Context: an optimization exercise on an open-source flow, tuned for small area. The choices shown serve that exercise and are no tape-out recipe.
Function was checked by simulation only, so behaviour that the tests miss may differ from the original.
Power and IR drop assume default switching activity.

==> inputs of run X <==
==> flow/design.v <==
package branch_predict_ctrl_pkg;
  typedef enum logic [1:0] {
    SNT = 2'b00,
    WNT = 2'b01,
    WT  = 2'b10,
    ST  = 2'b11
  } ctr_t;
  localparam ctr_t CTR_RESET = WNT;
  localparam ctr_t CTR_ALLOC = WT;
  function automatic logic ctr_predicts_taken(input ctr_t c);
    ctr_predicts_taken = (c == branch_predict_ctrl_pkg::WT) || (c == branch_predict_ctrl_pkg::ST);
  endfunction
endpackage
module sat_ctr2 (
  input  branch_predict_ctrl_pkg::ctr_t cur,
  input  logic up,
  output branch_predict_ctrl_pkg::ctr_t nxt
);
  always_comb begin
    nxt = cur;
    unique case (cur)
      branch_predict_ctrl_pkg::SNT: nxt = up ? branch_predict_ctrl_pkg::WNT : branch_predict_ctrl_pkg::SNT;
      branch_predict_ctrl_pkg::WNT: nxt = up ? branch_predict_ctrl_pkg::WT  : branch_predict_ctrl_pkg::SNT;
      branch_predict_ctrl_pkg::WT:  nxt = up ? branch_predict_ctrl_pkg::ST  : branch_predict_ctrl_pkg::WNT;
      branch_predict_ctrl_pkg::ST:  nxt = up ? branch_predict_ctrl_pkg::ST  : branch_predict_ctrl_pkg::WT;
      default: nxt = cur;
    endcase
  end
endmodule
module branch_predict_ctrl #(
  parameter int unsigned IDX_BITS = 4,
  parameter int unsigned CNT_W    = 16
) (
  input  logic             clk,
  input  logic             rst_n,
  input  logic [31:0]      if_pc,
  output logic             pred_taken,
  output logic [31:0]      pred_target,
  input  logic             ex_branch,
  input  logic             ex_stall,
  input  logic [31:0]      ex_pc,
  input  logic             ex_taken,
  input  logic [31:0]      ex_target,
  input  logic             ex_pred_taken,
  input  logic [31:0]      ex_pred_target,
  output logic             redirect,
  output logic [31:0]      redirect_pc,
  output logic             flush_if_id,
  output logic             flush_id_ex,
  output logic [CNT_W-1:0] branch_count,
  output logic [CNT_W-1:0] mispredict_count
);
  localparam int unsigned ENTRIES = 1 << IDX_BITS;
  localparam int unsigned TAG_W   = 30 - IDX_BITS;
  logic [ENTRIES-1:0] btb_valid;
  logic [TAG_W-1:0]   btb_tag    [ENTRIES];
  logic [31:0]        btb_target [ENTRIES];
  branch_predict_ctrl_pkg::ctr_t               btb_ctr    [ENTRIES];
  logic [IDX_BITS-1:0] if_idx, ex_idx;
  logic [TAG_W-1:0]    if_tag, ex_tag;
  logic                if_hit, ex_hit;
  logic                resolve, mispredict;
  branch_predict_ctrl_pkg::ctr_t                ctr_next;
  assign if_idx = if_pc[IDX_BITS+1:2];
  assign if_tag = if_pc[31:IDX_BITS+2];
  assign ex_idx = ex_pc[IDX_BITS+1:2];
  assign ex_tag = ex_pc[31:IDX_BITS+2];
  assign if_hit      = btb_valid[if_idx] && (btb_tag[if_idx] == if_tag);
  assign pred_taken  = if_hit && branch_predict_ctrl_pkg::ctr_predicts_taken(btb_ctr[if_idx]);
  assign pred_target = if_hit ? btb_target[if_idx] : (if_pc + 32'd4);
  assign ex_hit     = btb_valid[ex_idx] && (btb_tag[ex_idx] == ex_tag);
  assign resolve    = ex_branch && !ex_stall;
  assign mispredict = resolve &&
                      ((ex_taken != ex_pred_taken) ||
                       (ex_taken && (ex_pred_target != ex_target)));
  assign redirect    = rst_n && mispredict;
  assign redirect_pc = ex_taken ? ex_target : (ex_pc + 32'd4);
  assign flush_if_id = redirect;
  assign flush_id_ex = redirect;
  sat_ctr2 u_sat_ctr2 (
    .cur (btb_ctr[ex_idx]),
    .up  (ex_taken),
    .nxt (ctr_next)
  );
  always_ff @(posedge clk or negedge rst_n) begin
    if (!rst_n) begin
      btb_valid        <= '0;
      branch_count     <= '0;
      mispredict_count <= '0;
      for (int unsigned i = 0; i < ENTRIES; i++) begin
        btb_tag[i]    <= '0;
        btb_target[i] <= '0;
        btb_ctr[i]    <= branch_predict_ctrl_pkg::CTR_RESET;
      end
    end else if (resolve) begin
      branch_count <= branch_count + CNT_W'(1);
      if (mispredict) begin
        mispredict_count <= mispredict_count + CNT_W'(1);
      end
      if (ex_hit) begin
        btb_ctr[ex_idx] <= ctr_next;
        if (ex_taken) begin
          btb_target[ex_idx] <= ex_target;
        end
      end else if (ex_taken) begin
        btb_valid[ex_idx]  <= 1'b1;
        btb_tag[ex_idx]    <= ex_tag;
        btb_target[ex_idx] <= ex_target;
        btb_ctr[ex_idx]    <= branch_predict_ctrl_pkg::CTR_ALLOC;
      end
    end
  end
endmodule
==> flow/run.sh <==
#!/bin/bash
# synth_recipe.tcl (not shown) runs the flow's synth.tcl, then flattens the netlist and writes it again
# the make line also repeats each setting of config.mk as NAME=value (left out here)
make -C /OpenROAD-flow-scripts/flow DESIGN_CONFIG=/design/flow/config.mk WORK_HOME=/design/flow/orfs CLKGATE_MAP_FILE= SYNTH_SCRIPT=/design/flow/synth_recipe.tcl finish
==> flow/config.mk <==
export PLATFORM = sky130hd
export DESIGN_NAME = branch_predict_ctrl
export DESIGN_NICKNAME = branch_predict_ctrl
export VERILOG_FILES = /design/flow/design.v
export SDC_FILE = /design/flow/constraint.sdc
export NUM_CORES = 4
export LEC_CHECK = 0
export CAP_MARGIN = 20
export CORE_MARGIN = 2
export CORE_UTILIZATION = 40
export SLEW_MARGIN = 20
==> flow/constraint.sdc <==
create_clock -name core_clock -period 10.0 [get_ports {clk}]
set_input_delay 2.0000 -clock core_clock [delete_from_list [all_inputs] [get_ports {clk}]]
set_output_delay 2.0000 -clock core_clock [all_outputs]
set_load 0.01 [all_outputs]
==> run M: changes against run X <==
==> flow/design.v (replaced) <==
package branch_predict_ctrl_pkg;
  localparam logic [1:0] CTR_ALLOC = 2'b10;
endpackage
module sat_ctr2 (
  input  logic [1:0] cur,
  input  logic       up,
  output logic [1:0] nxt
);
  assign nxt[1] = up ? (cur[1] | cur[0]) : (cur[1] & cur[0]);
  assign nxt[0] = up ? (cur[1] | ~cur[0]) : (cur[1] & ~cur[0]);
endmodule
module branch_predict_ctrl #(
  parameter int unsigned IDX_BITS = 4,
  parameter int unsigned CNT_W    = 16
) (
  input  logic             clk,
  input  logic             rst_n,
  input  logic [31:0]      if_pc,
  output logic             pred_taken,
  output logic [31:0]      pred_target,
  input  logic             ex_branch,
  input  logic             ex_stall,
  input  logic [31:0]      ex_pc,
  input  logic             ex_taken,
  input  logic [31:0]      ex_target,
  input  logic             ex_pred_taken,
  input  logic [31:0]      ex_pred_target,
  output logic             redirect,
  output logic [31:0]      redirect_pc,
  output logic             flush_if_id,
  output logic             flush_id_ex,
  output logic [CNT_W-1:0] branch_count,
  output logic [CNT_W-1:0] mispredict_count
);
  localparam int unsigned ENTRIES = 1 << IDX_BITS;
  localparam int unsigned TAG_W   = 30 - IDX_BITS;
  logic [ENTRIES-1:0] btb_valid;
  logic [TAG_W-1:0]   btb_tag    [ENTRIES];
  logic [31:0]        btb_target [ENTRIES];
  logic [1:0]         btb_ctr    [ENTRIES];
  logic [IDX_BITS-1:0] if_idx, ex_idx;
  logic [TAG_W-1:0]    if_tag, ex_tag;
  logic                if_hit, ex_hit;
  logic                resolve, mispredict;
  logic                wr_entry, wr_ctr;
  logic [1:0]          ctr_inc, ctr_next;
  assign if_idx = if_pc[IDX_BITS+1:2];
  assign if_tag = if_pc[31:IDX_BITS+2];
  assign ex_idx = ex_pc[IDX_BITS+1:2];
  assign ex_tag = ex_pc[31:IDX_BITS+2];
  assign if_hit      = btb_valid[if_idx] && (btb_tag[if_idx] == if_tag);
  assign pred_taken  = if_hit && btb_ctr[if_idx][1];
  assign pred_target = if_hit ? btb_target[if_idx] : (if_pc + 32'd4);
  assign ex_hit     = btb_valid[ex_idx] && (btb_tag[ex_idx] == ex_tag);
  assign resolve    = ex_branch && !ex_stall;
  assign mispredict = resolve &&
                      ((ex_taken != ex_pred_taken) ||
                       (ex_taken && (ex_pred_target != ex_target)));
  assign redirect    = rst_n && mispredict;
  assign redirect_pc = ex_taken ? ex_target : (ex_pc + 32'd4);
  assign flush_if_id = redirect;
  assign flush_id_ex = redirect;
  sat_ctr2 u_sat_ctr2 (
    .cur (btb_ctr[ex_idx]),
    .up  (ex_taken),
    .nxt (ctr_inc)
  );
  assign wr_entry = resolve && ex_taken;
  assign wr_ctr   = resolve && (ex_hit || ex_taken);
  assign ctr_next = ex_hit ? ctr_inc : branch_predict_ctrl_pkg::CTR_ALLOC;
  always_ff @(posedge clk) begin
    for (int unsigned i = 0; i < ENTRIES; i++) begin
      if (wr_entry && (ex_idx == IDX_BITS'(i))) begin
        btb_tag[i]    <= ex_tag;
        btb_target[i] <= ex_target;
      end
      if (wr_ctr && (ex_idx == IDX_BITS'(i))) begin
        btb_ctr[i] <= ctr_next;
      end
    end
  end
  always_ff @(posedge clk or negedge rst_n) begin
    if (!rst_n) begin
      btb_valid <= '0;
    end else if (wr_entry) begin
      btb_valid[ex_idx] <= 1'b1;
    end
  end
  always_ff @(posedge clk or negedge rst_n) begin
    if (!rst_n) begin
      branch_count     <= '0;
      mispredict_count <= '0;
    end else if (resolve) begin
      branch_count <= branch_count + CNT_W'(1);
      if (mispredict) begin
        mispredict_count <= mispredict_count + CNT_W'(1);
      end
    end
  end
endmodule
==> run summary <==
# TYPE chip_impl_metric gauge
chip_impl_metric{name="layout-drive-gt1-share",unit=""} 0.1136
chip_impl_info{name="synth_top_family_by_area",value="compound AO/OA/AOI/OAI gates"} 1
chip_impl_metric{name="initial_utilization",unit=""} 0.4026
chip_impl_metric{name="power_density",unit="nW/um2"} 188.9
chip_impl_info{name="run_status",value="no timing/DRC/antenna violations"} 1
chip_impl_metric{name="number_of_global_route_vias_before_repair",unit=""} 32004
chip_impl_metric{name="synth.distinct_cells",unit=""} 85
chip_impl_metric{name="route.detailed.vias_per_inst",unit=""} 6.721
chip_impl_metric{name="pwr-share-comb",unit=""} 0.108
chip_impl_metric{name="maximum_frequency_from_static_timing_analysis",unit="GHz"} 0.1059
# the run above: run M

==> run summary <==
# TYPE chip_impl_metric gauge
chip_impl_info{name="run_status",value="no timing/DRC/antenna violations"} 1
chip_impl_metric{name="number_of_global_route_vias_before_repair",unit=""} 41623
chip_impl_metric{name="design.seq.count",unit=""} 1008
chip_impl_metric{name="pwr.group.sequential",unit="mW"} 5.05
chip_impl_metric{name="tritoncts.num_buffers",unit=""} 110
chip_impl_info{name="endpoint_of_the_worst_setup_timing_path",value="pred_target[2]"} 1
chip_impl_info{name="synth_top_family_by_area",value="multiplexers"} 1
chip_impl_metric{name="pwr-share-comb",unit=""} 0.160
chip_impl_metric{name="number_of_antenna_violations_at_the_first_check_in_global_routing",unit=""} 21
chip_impl_metric{name="synth.distinct_cells",unit=""} 89
chip_impl_metric{name="synth-xor-area-share",unit=""} 0.02297
chip_impl_metric{name="synth.mux.area_fraction",unit=""} 0.2313
chip_impl_metric{name="initial_utilization",unit=""} 0.4034
chip_impl_metric{name="maximum_frequency_from_static_timing_analysis",unit="GHz"} 0.1052
chip_impl_metric{name="layout-drive-gt1-share",unit=""} 0.2718
chip_impl_metric{name="route.detailed.vias_per_inst",unit=""} 6.621
chip_impl_metric{name="area.growth.synth_to_final",unit="%"} 15.81
# the run above: run X

static timing again, ports no longer ideal:
Ports are ideal in the flow. The routed layouts listed here were re-timed in OpenROAD. Step 1 assumes that a clkbuf_16 drives the clock port and a buf_2 every other input. Step 2, shift: input delay + t, output delay - t, t = (earliest + latest rising clock arrival at the registers) / 2. This alone moves slack from input paths to output paths. Three values: ideal, step 1, step 2; two values: the first two.
run	t, ns	setup WS [ns]	clock arrival spread, ns
run X	0.824	0.494 / 0.472 / 0.472	0.061 / 0.062
run M	0.770	0.558 / 0.528 / 0.528	0.055 / 0.055
After both steps setup and hold are still met in every run listed. The setup slack of run M, which loses most, moves by -0.030 ns with the drivers and by -0.030 ns with both steps.
